What follows belongs to an exercise in optimizing a design on an open flow for small area, a short achievable clock period and few clock cycles; a production flow would make more cautious choices.
Where RTL was checked, it was by simulation tests only, not by an equivalence proof against the original.
Power and IR drop assume default switching activity.

==> flow/design.v (excerpt) <==
module replay_block_deframer_core
(
    input  logic        i_clk,
    input  logic        i_rst_n,
    input  logic        i_valid,
    output logic        o_stall,
    input  logic [7:0]  i_data_byte,
    output logic        o_valid,
    input  logic        i_stall,
    output logic        o_result_kind,
    output logic [3:0]  o_marker_bits,
    output logic [31:0] o_timestamp_bits,
    output logic [31:0] o_content_length,
    output logic [7:0]  o_block_type,
    output logic [31:0] o_block_param,
    output logic [7:0]  o_content_byte,
    output logic        o_last_of_block
);
==> module rbd_fadd, before the edit <==
module rbd_fadd
(
    input  logic        i_clk,
    input  logic        i_rst_n,
    input  logic        i_load,
    input  logic [3:0]  i_lane_we,
    input  logic [7:0]  i_delta,
    input  logic [31:0] i_a,
    output logic        o_busy,
    output logic [31:0] o_time
);
    logic [31:0] o_sum;
    logic [2:0]  r_p;       
    logic [7:0]  r_md;      
    logic        r_dz;      
    logic [3:0]  r_st;      
    logic [4:0]  r_sh;
    logic        r_dbig;
    logic        r_xsel;    
    logic [27:0] r_w;
    assign r_w = o_time[27:0];
    logic [7:0]  r_e;
    logic        sa;
    logic [7:0]  ea;
    logic [7:0]  ea_eff;
    logic [23:0] ma;
    assign sa     = i_a[31];
    assign ea     = i_a[30:23];
    assign ea_eff = (ea == 8'd0) ? 8'd1 : ea;
    assign ma     = {ea != 8'd0, i_a[22:0]};
    logic [2:0] ld_p;
    always_comb begin
        ld_p = 3'd0;
        for (int i = 0; i < 8; i++) begin
            if (i_delta[i]) ld_p = 3'(i);
        end
    end
    always_ff @(posedge i_clk) begin
        if (i_load) begin
            r_p  <= ld_p;
            r_md <= i_delta << (3'd7 - ld_p);
            r_dz <= (i_delta == 8'd0);
        end
    end
    logic done;
    assign done   = r_st[3] && (r_w[27] || r_w[26] || (r_w == 28'd0));
    assign o_busy = |r_st;
    always_ff @(posedge i_clk) begin
        if (!i_rst_n) begin
            r_st <= '0;
        end else begin
            r_st[0] <= i_load;
            r_st[1] <= r_st[0];
            r_st[2] <= r_st[1];
            r_st[3] <= r_st[2] || (r_st[3] && !done);
        end
    end
    logic [8:0] diff;       
    logic [8:0] ndiff;      
    logic [8:0] adiff;
    assign diff  = {1'b0, ea_eff} - {1'b0, 8'd127 + {5'd0, r_p}};
    assign ndiff = {1'b0, 8'd127 + {5'd0, r_p}} - {1'b0, ea_eff};
    assign adiff = diff[8] ? ndiff : diff;
    always_ff @(posedge i_clk) begin
        if (r_st[0]) begin
            r_dbig <= diff[8] || ((diff == 9'd0) &&
                      ((r_md > ma[23:16]) || ((r_md == ma[23:16]) && (ma[15:0] == 16'd0))));
            r_sh   <= (adiff > 9'd31) ? 5'd31 : adiff[4:0];
        end
    end
    logic [26:0] y_sh;
    always_comb begin
        logic [26:0] v;
        logic        st;
        v  = r_dbig ? {ma, 3'b000} : {r_md, 19'd0};
        st = 1'b0;
        if (r_sh[0]) begin st = st | v[0];          v = v >> 1;  end
        if (r_sh[1]) begin st = st | (|v[1:0]);     v = v >> 2;  end
        if (r_sh[2]) begin st = st | (|v[3:0]);     v = v >> 4;  end
        if (r_sh[3]) begin st = st | (|v[7:0]);     v = v >> 8;  end
        if (r_sh[4]) begin st = st | (|v[15:0]);    v = v >> 16; end
        y_sh = v | {26'd0, st};
    end
    logic [26:0] x;
    logic [27:0] s;
    assign x = r_xsel ? {r_md, 19'd0} : {ma, 3'b000};
    rbd_add #(.W(28)) u_add (
        .i_a    ({1'b0, x}),
        .i_b    (r_w),
        .i_cin  (sa),
        .o_sum  (s),
        .o_cout ()
    );
    always_ff @(posedge i_clk) begin
        if (r_st[2]) begin
            o_time[27:0] <= s;
            r_e <= r_dbig ? (8'd127 + {5'd0, r_p}) : ea_eff;
        end else if (r_st[1]) begin
            o_time[27:0] <= {sa, sa ? ~y_sh : y_sh};
            r_xsel <= r_dbig;
        end else if (done) begin
            o_time <= o_sum;
        end else if (r_st[3]) begin
            o_time[27:0] <= {r_w[26:0], 1'b0};
            r_e <= r_e - 8'd1;
        end else begin
            for (int k = 0; k < 4; k++) begin
                if (i_lane_we[k]) o_time[8*k +: 8] <= i_delta;
            end
        end
    end
    logic [23:0] m;
    logic        g;
    logic        stk;
    logic        up;
    logic [24:0] mant;
    logic [7:0]  e2;
    assign m    = r_w[27] ? r_w[27:4] : r_w[26:3];
    assign g    = r_w[27] ? r_w[3] : r_w[2];
    assign stk  = r_w[27] ? (|r_w[2:0]) : (|r_w[1:0]);
    assign up   = g & (stk | m[0]);
    rbd_add #(.W(25)) u_round (
        .i_a    ({1'b0, m}),
        .i_b    (25'd0),
        .i_cin  (up),
        .o_sum  (mant),
        .o_cout ()
    );
    logic [7:0]  e_1;
    logic [7:0]  e_2;
    logic        rc;
    assign e_1  = r_e + 8'd1;
    assign e_2  = r_e + 8'd2;
    assign rc   = up & (&m);
    assign e2   = (r_w[27] & rc) ? e_2 : ((r_w[27] | rc) ? e_1 : r_e);
    always_comb begin
        if (ea == 8'hFF) begin
            o_sum = i_a | {9'd0, i_a[22:0] != 23'd0, 22'd0};
        end else if (r_dz) begin
            o_sum = (i_a[30:0] == 31'd0) ? 32'd0 : i_a;
        end else if (!r_w[27] && !r_w[26]) begin
            o_sum = 32'd0;
        end else begin
            o_sum = {sa & ~r_dbig, e2, mant[22:0]};
        end
    end
endmodule
==> flow/config.mk <==
export PLATFORM = sky130hd
export DESIGN_NAME = replay_block_deframer_core
export DESIGN_NICKNAME = replay_block_deframer_core
export VERILOG_FILES = /design/flow/design.v
export SDC_FILE = /design/flow/constraint.sdc
export NUM_CORES = 4
export LEC_CHECK = 0
export CAP_MARGIN = 20
export CORE_MARGIN = 2
export CORE_UTILIZATION = 40
export CTS_CLUSTER_DIAMETER = 100
export CTS_CLUSTER_SIZE = 22
export SETUP_SLACK_MARGIN = 5
export SLEW_MARGIN = 20
==> flow/constraint.sdc <==
create_clock -name core_clock -period 8.5 [get_ports {i_clk}]
set_input_delay 1.7000 -clock core_clock [delete_from_list [all_inputs] [get_ports {i_clk}]]
set_output_delay 1.7000 -clock core_clock [all_outputs]
set_load 0.01 [all_outputs]
standard.sh (not shown) runs the stock make flow with config.mk's settings and CLKGATE_MAP_FILE= SYNTH_SCRIPT=/design/flow/synth_recipe.tcl, a recipe that flattens the netlist after the stock synthesis.
==> flow/flow/run.sh <==
#!/bin/bash
# The standard layout, with the port buffers made from the smallest plain
# buffer cell instead of the resizer's default choice.
set -euo pipefail
export BUFFER_PORTS_ARGS="-buffer_cell sky130_fd_sc_hd__buf_1"
bash standard.sh finish > standard.log 2>&1
Then changed:
--- a/flow/design.v
+++ b/flow/design.v
@@ -89,18 +89,18 @@
         .i_b    (r_w),
         .i_cin  (sa),
         .o_sum  (s),
         .o_cout ()
     );
     always_ff @(posedge i_clk) begin
-        if (r_st[2]) begin
-            o_time[27:0] <= s;
-            r_e <= r_dbig ? (8'd127 + {5'd0, r_p}) : ea_eff;
-        end else if (r_st[1]) begin
+        if (r_st[1]) begin
             o_time[27:0] <= {sa, sa ? ~y_sh : y_sh};
             r_xsel <= r_dbig;
+        end else if (r_st[2]) begin
+            o_time[27:0] <= s;
+            r_e <= r_dbig ? (8'd127 + {5'd0, r_p}) : ea_eff;
         end else if (done) begin
             o_time <= o_sum;
         end else if (r_st[3]) begin
             o_time[27:0] <= {r_w[26:0], 1'b0};
             r_e <= r_e - 8'd1;
         end else begin
=> The changed run finished clean; setup slack gets better by 0.085 ns; count of clock-buffer cells in the layout climbs by 2; synthesized cell count climbs by 1.2%; total power climbs by about 15%; final area climbs by about 0.45%; clock skew drops by 0.0043 ns; critical path depth climbs by 2; routed wire length drops by 4.6%.
Testbench counts after the change, summed over its fixed seeds: cycles 13,035.
For the first run of this note, only the layout was checked, not whether the RTL still works.


Another version of the RTL of replay_block_deframer_core (not shown whole).
For scale: about 1700 cells after synthesis, ~260 flip-flops, roughly 130 I/O pins, about 17000 µm² of cells after synthesis.
==> module rbd_fadd, before the edit <==
module rbd_fadd
(
    input  logic        i_clk,
    input  logic        i_rst_n,
    input  logic        i_load,
    input  logic [3:0]  i_lane_we,
    input  logic [7:0]  i_delta,
    input  logic [31:0] i_a,
    output logic        o_busy,
    output logic [31:0] o_time
);
    logic [31:0] o_sum;
    logic [2:0]  r_p;       
    logic [7:0]  r_md;      
    logic        r_dz;      
    logic [3:0]  r_st;      
    logic [4:0]  r_sh;
    logic        r_dbig;
    logic [27:0] r_w;
    assign r_w = o_time[27:0];
    logic [7:0]  r_e;
    logic        sa;
    logic [7:0]  ea;
    logic [7:0]  ea_eff;
    logic [23:0] ma;
    assign sa     = i_a[31];
    assign ea     = i_a[30:23];
    assign ea_eff = (ea == 8'd0) ? 8'd1 : ea;
    assign ma     = {ea != 8'd0, i_a[22:0]};
    logic [2:0] ld_p;
    always_comb begin
        ld_p = 3'd0;
        for (int i = 0; i < 8; i++) begin
            if (i_delta[i]) ld_p = 3'(i);
        end
    end
    always_ff @(posedge i_clk) begin
        if (i_load) begin
            r_p  <= ld_p;
            r_md <= i_delta << (3'd7 - ld_p);
            r_dz <= (i_delta == 8'd0);
        end
    end
    logic done;
    assign done   = r_st[3] && (r_w[27] || r_w[26] || (r_w == 28'd0));
    assign o_busy = |r_st;
    always_ff @(posedge i_clk) begin
        if (!i_rst_n) begin
            r_st <= '0;
        end else begin
            r_st[0] <= i_load;
            r_st[1] <= r_st[0];
            r_st[2] <= r_st[1];
            r_st[3] <= r_st[2] || (r_st[3] && !done);
        end
    end
    logic [8:0] diff;       
    logic [8:0] adiff;
    assign diff  = {1'b0, ea_eff} - 9'd127 - {6'd0, r_p};
    assign adiff = diff[8] ? (9'd0 - diff) : diff;
    always_ff @(posedge i_clk) begin
        if (r_st[0]) begin
            r_dbig <= diff[8] || ((diff == 9'd0) &&
                      ((r_md > ma[23:16]) || ((r_md == ma[23:16]) && (ma[15:0] == 16'd0))));
            r_sh   <= (adiff > 9'd31) ? 5'd31 : adiff[4:0];
        end
    end
    logic [26:0] y_sh;
    always_comb begin
        logic [26:0] v;
        logic        st;
        v  = r_dbig ? {ma, 3'b000} : {r_md, 19'd0};
        st = 1'b0;
        if (r_sh[0]) begin st = st | v[0];          v = v >> 1;  end
        if (r_sh[1]) begin st = st | (|v[1:0]);     v = v >> 2;  end
        if (r_sh[2]) begin st = st | (|v[3:0]);     v = v >> 4;  end
        if (r_sh[3]) begin st = st | (|v[7:0]);     v = v >> 8;  end
        if (r_sh[4]) begin st = st | (|v[15:0]);    v = v >> 16; end
        y_sh = v | {26'd0, st};
    end
    logic [26:0] x;
    logic [27:0] s;
    assign x = r_dbig ? {r_md, 19'd0} : {ma, 3'b000};
    rbd_add #(.W(28)) u_add (
        .i_a    ({1'b0, x}),
        .i_b    (r_w),
        .i_cin  (sa),
        .o_sum  (s),
        .o_cout ()
    );
    always_ff @(posedge i_clk) begin
        if (r_st[1]) begin
            o_time[27:0] <= {sa, sa ? ~y_sh : y_sh};
        end else if (r_st[2]) begin
            o_time[27:0] <= s;
            r_e <= r_dbig ? (8'd127 + {5'd0, r_p}) : ea_eff;
        end else if (done) begin
            o_time <= o_sum;
        end else if (r_st[3]) begin
            o_time[27:0] <= {r_w[26:0], 1'b0};
            r_e <= r_e - 8'd1;
        end else begin
            for (int k = 0; k < 4; k++) begin
                if (i_lane_we[k]) o_time[8*k +: 8] <= i_delta;
            end
        end
    end
    logic [23:0] m;
    logic        g;
    logic        stk;
    logic        up;
    logic [24:0] mant;
    logic [7:0]  e2;
    assign m    = r_w[27] ? r_w[27:4] : r_w[26:3];
    assign g    = r_w[27] ? r_w[3] : r_w[2];
    assign stk  = r_w[27] ? (|r_w[2:0]) : (|r_w[1:0]);
    assign up   = g & (stk | m[0]);
    rbd_add #(.W(25)) u_round (
        .i_a    ({1'b0, m}),
        .i_b    (25'd0),
        .i_cin  (up),
        .o_sum  (mant),
        .o_cout ()
    );
    assign e2   = r_e + {7'd0, r_w[27]} + {7'd0, mant[24]};
    always_comb begin
        if (ea == 8'hFF) begin
            o_sum = i_a | {9'd0, i_a[22:0] != 23'd0, 22'd0};
        end else if (r_dz) begin
            o_sum = (i_a[30:0] == 31'd0) ? 32'd0 : i_a;
        end else if (!r_w[27] && !r_w[26]) begin
            o_sum = 32'd0;
        end else begin
            o_sum = {sa & ~r_dbig, e2, mant[22:0]};
        end
    end
endmodule
clock: 8.5 ns
lec_check: 0
cap_margin: 20
core_margin: 2
core_utilization: 40
setup_slack_margin: 5
slew_margin: 20
run.sh (not shown) runs the stock make flow with config.mk's settings and CLKGATE_MAP_FILE= SYNTH_SCRIPT=/design/flow/synth_recipe.tcl, a recipe that flattens the netlist after the stock synthesis.
Stock flow here: none of the scripts above is used.
Change:
--- a/flow/design.v
+++ b/flow/design.v
@@ -123,5 +123,11 @@
         .o_cout ()
     );
-    assign e2   = r_e + {7'd0, r_w[27]} + {7'd0, mant[24]};
+    logic [7:0]  e_1;
+    logic [7:0]  e_2;
+    logic        rc;
+    assign e_1  = r_e + 8'd1;
+    assign e_2  = r_e + 8'd2;
+    assign rc   = up & (&m);
+    assign e2   = (r_w[27] & rc) ? e_2 : ((r_w[27] | rc) ? e_1 : r_e);
     always_comb begin
         if (ea == 8'hFF) begin
Result: Sequential power is about the same; area after synthesis rose by 2.9%; die area rose by 2.9%; worst setup slack gains 0.16 ns; routed wire length rose by 5.1%; non-clock buffer count rose by 27; fmax rose by 4.3%; critical path depth fell by 6; hold slack loses 0.022 ns; core utilization rose by 0.74 points; sequential share of layout area fell by 1.4 points.
No run of this note included a check of the RTL's function; only the layout flow was run.

port drivers added, routing unchanged:
No port has a modelled driver above. Below, the same layouts with a new extraction and two added sets of constraints.
Step 1 sets driving cells, clkbuf_16 on the clock port and buf_2 on the other inputs (assumed; they add their load-dependent delay and slew).
Step 2 times the ports against the registers' clock, not the clock port: input delays grow and output delays shrink by t, the midpoint of the rising clock arrivals with the driver on.
Three values: ideal, step 1, step 2; two values: the first two.
| run | shift t [ns] | setup WS [ns] | clock arrival spread, ns |
|---|---|---|---|
| the first run of note 1 | 0.550 | 4.894 / 4.894 / 4.662 | 0.021 / 0.021 |
| the second run of note 1 | 0.568 | 4.979 / 4.979 / 4.640 | 0.016 / 0.016 |
| the first run of note 2 | 0.629 | 4.501 / 4.501 / 4.501 | 0.022 / 0.022 |
| the second run of note 2 | 0.639 | 4.665 / 4.665 / 4.401 | 0.022 / 0.023 |
After both steps every run listed still meets setup and hold. For the second run of note 1, which loses most, drivers alone change the setup slack by 0.000 ns; drivers and shift together by -0.339 ns.
